Context: an optimization exercise on an open-source flow, tuned for small area, a short achievable clock period and few clock cycles per item. The choices shown serve that exercise and are no tape-out recipe. RTL that was checked went through simulation tests only; none was proved equivalent to the original. Power figures rest on the tool's default switching activity, not on a simulated workload.

==> flow/design.v (excerpt) <==
module execute_stage #(
   parameter int GHSR_WIDTH = exec_pkg::GHSR_WIDTH_DEFAULT
) (
   input  logic                  clk,
   input  logic                  reset,
   input  logic [31:0]           data1,
   input  logic [31:0]           data2,
   input  logic [31:0]           pc,
   input  logic [31:0]           immediate_data,
   input  logic [15:0]           control_in,      
   input  logic [40:0]           branch_predict,  
   input  logic [1:0]            fwd_sel_rs1,     
   input  logic [1:0]            fwd_sel_rs2,
   input  logic [31:0]           fwd_data_ex_mem,
   input  logic [31:0]           fwd_data_mem_wb,
   output logic [15:0]           control_out,
   output logic [31:0]           rd_data,
   output logic [31:0]           branch_target_pc,
   output logic                  branch_flush,
   output logic [31:0]           memory_data,
   output logic [31:0]           memory_addr,
   output logic                  ex2if_branch_valid,
   output logic                  ex2if_branch_taken,
   output logic [31:0]           ex2if_branch_addr,
   output logic [31:0]           ex2if_branch_target_addr,
   output logic                  ex2if_branch_update_ghsr,
   output logic [GHSR_WIDTH-1:0] ex2if_ghsr_restore,
   output logic                  muldiv_ready
);
export LEC_CHECK = 0
export ABC_AREA = 1
export CAP_MARGIN = 20
export CORE_MARGIN = 2
export CORE_UTILIZATION = 40
export SETUP_SLACK_MARGIN = 1.5
export SLEW_MARGIN = 20
create_clock -name core_clock -period 10.0 [get_ports {clk}]
standard.sh (not shown) runs the stock make flow with config.mk's settings and CLKGATE_MAP_FILE= SYNTH_SCRIPT=/design/flow/synth_recipe.tcl, a recipe that flattens the netlist after the stock synthesis.
==> flow/flow/run.sh <==
#!/bin/bash
# Standard layout, with plain buffers on the ports instead of the delay cells buffer_ports picks
set -euo pipefail
export BUFFER_PORTS_ARGS="-buffer_cell sky130_fd_sc_hd__buf_1"
bash standard.sh > standard.log 2>&1
==> next run, changes <==
--- a/flow/design.v
+++ b/flow/design.v
@@ -125,16 +125,14 @@
 ) (
    input  logic [31:0]           rs1,
    input  logic [31:0]           rs2,
    input  logic [31:0]           imm,
    input  logic [31:0]           pc,
    input  logic [31:0]           rs1_plus_imm,
    input  logic [31:0]           xor_bits,      
-   input  logic                  alu_lt_signed,    
-   input  logic                  alu_lt_unsigned,
    input  exec_pkg::control_type ctrl,
    input  exec_pkg::branch_predict_type branch_predict,
    output logic                  branch_taken,
    output logic [31:0]           branch_target_pc,
    output logic                  branch_flush,
    output logic [GHSR_WIDTH-1:0] ghsr_restore
 );
@@ -147,16 +145,16 @@
    logic [31:0] pc_k;
    logic [31:0] rs_x;
    logic [31:0] rs_k;
    logic        pc_match;
    logic        rs_match;
    logic        target_match;
    assign eq          = (xor_bits == 32'd0);
-   assign lt_unsigned = alu_lt_unsigned;
-   assign lt_signed   = alu_lt_signed;
+   assign lt_unsigned = (rs1 < rs2);
+   assign lt_signed   = (rs1[31] ^ rs2[31]) ? rs1[31] : lt_unsigned;
    always_comb begin
       case (ctrl.branch_op)
          BR_EQ:   cond_true = eq;
          BR_NE:   cond_true = ~eq;
          BR_LT:   cond_true = lt_signed;
          BR_GE:   cond_true = ~lt_signed;
          BR_LTU:  cond_true = lt_unsigned;
@@ -204,23 +202,26 @@
    logic [4:0]  cnt_q;
    logic [31:0] x_q;      
    logic [63:0] p_q;
    logic        is_div;
    logic        last;
    logic [5:0]  lz_a;
    logic [5:0]  lz_b;
+   logic [2:0]  top_a;
    logic [2:0]  top_b;
+   logic        swap;
    logic        b_zero;
    logic [31:0] align_value;
    logic [4:0]  align_amount;
    logic [31:0] b_aligned;
    logic [3:0]  digit;
    logic [35:0] row_acc;
    logic [35:0] row0;
    logic [36:0] low_sum;
+   logic [27:0] hi_inc;
    logic [63:0] p_mul;
    logic        qbit;
    logic [31:0] rem_next;
    logic [31:0] quo_next;
    logic [63:0] p_step;
    function automatic logic [5:0] clz32(input logic [31:0] v);
       logic [5:0] n;
@@ -235,28 +236,31 @@
       top_digit = t;
    endfunction
    assign is_div = alu_op[2] & (alu_op[1] | alu_op[0]);  
    assign last   = (cnt_q == 5'd0);
    assign lz_a   = clz32(a);
    assign lz_b   = clz32(b);
    assign b_zero = (b == 32'd0);
+   assign top_a  = top_digit(a);
    assign top_b  = top_digit(b);
-   assign align_value  = b;
+   assign swap   = 1'b0;
+   assign align_value  = (!is_div && swap) ? a : b;
    assign align_amount = is_div ? ((!b_zero && lz_b >= lz_a) ? 5'(lz_b - lz_a) : 5'd0)
-                                : {~top_b, 2'b00};
+                                : {~(swap ? top_a : top_b), 2'b00};
    assign b_aligned    = align_value << align_amount;
    assign digit   = div_q ? 4'b0001 : p_q[63:60];
    assign row_acc = div_q ? {4'b0000, p_q[63:32]} : {p_q[31:0], 4'b0000};
    assign row0    = {{4{div_q}}, (x_q & {32{digit[0]}}) ^ {32{div_q}}};
    assign low_sum = {1'b0, row_acc} + {1'b0, row0}
                   + {4'b0, x_q & {32{digit[1]}}, 1'b0}
                   + {3'b0, x_q & {32{digit[2]}}, 2'b0}
                   + {2'b0, x_q & {32{digit[3]}}, 3'b0}
                   + {36'd0, div_q};
-   assign p_mul   = {p_q[59:32] + {27'd0, low_sum[36]}, low_sum[35:0]};
+   assign hi_inc  = p_q[59:32] + 28'd1;
+   assign p_mul   = {low_sum[36] ? hi_inc : p_q[59:32], low_sum[35:0]};
    assign qbit     = low_sum[36];
    assign rem_next = qbit ? low_sum[31:0] : p_q[63:32];
    assign p_step   = div_q ? {rem_next, quo_next} : p_mul;
    assign quo_next = {p_q[30:0], qbit};
    always_ff @(posedge clk) begin
       if (reset) begin
          busy_q <= 1'b0;
@@ -268,16 +272,16 @@
       if (!busy_q) begin
          div_q <= is_div;
          if (is_div) begin
             cnt_q <= align_amount;
             x_q   <= b_aligned;
             p_q   <= {a, {32{b_zero}}};
          end else begin
-            cnt_q <= {2'b00, top_b};
-            x_q   <= a;
+            cnt_q <= {2'b00, swap ? top_a : top_b};
+            x_q   <= swap ? b : a;
             p_q   <= {b_aligned, 32'd0};
          end
       end else begin
          cnt_q <= cnt_q - 5'd1;
          p_q   <= p_step;
          if (div_q) x_q <= {1'b0, x_q[31:1]};
       end
@@ -390,16 +394,14 @@
    ) branch_unit_i (
       .rs1              (rs1),
       .rs2              (rs2),
       .imm              (immediate_data),
       .pc               (pc),
       .rs1_plus_imm     (memory_addr),
       .xor_bits         (xor_bits),
-      .alu_lt_signed    (lt_signed),
-      .alu_lt_unsigned  (lt_unsigned),
       .ctrl             (ctrl),
       .branch_predict   (bp),
       .branch_taken     (ex2if_branch_taken),
       .branch_target_pc (branch_target_pc),
       .branch_flush     (branch_flush),
       .ghsr_restore     (ex2if_ghsr_restore)
    );
=>
- The changed run finished with timing, DRC and antenna clean
- via count fell by 1.0%
- sequential share of layout area rose by 0.24 points
- die area rose by 3.9%
- sequential power fell by about 0.6%
- critical path depth fell by 25
- maximum frequency rose by 17%
- cell count fell by 0.72%
- worst hold slack gains 0.0068 ns
- cell area fell by 3.3%
Testbench counts after the change, summed over its fixed seeds: cycles 35,945, instrs 24,164.
Function not checked in the first run of this note: the RTL went through the layout flow alone.

## port drivers added, routing unchanged
Ports are ideal in the flow. The routed layouts listed here were re-timed in OpenROAD. Step 1 sets driving cells, clkbuf_16 on the clock port and buf_2 on the other inputs (assumed; they add their load-dependent delay and slew). Step 2 adds t to the input delays and takes it off the output delays; t is the mean of the earliest and latest rising clock arrival at the registers after step 1. Input paths then give back, and output paths get back, about the clock's delay inside the block. Three values: ideal, step 1, step 2; two values: the first two.
run	t, ns	setup slack, ns	hold slack, ns	pins driven straight from the clock port
the first run	0.428	0.200 / 0.148 / 0.346	0.454 / 0.454 / 0.454	1
the second run	0.419	1.646 / 1.605 / 1.434	0.461 / 0.461 / 0.461	1
After both steps setup and hold are still met in every run listed. The setup slack of the second run, which loses most, moves by -0.041 ns with the drivers and by -0.212 ns with both steps.
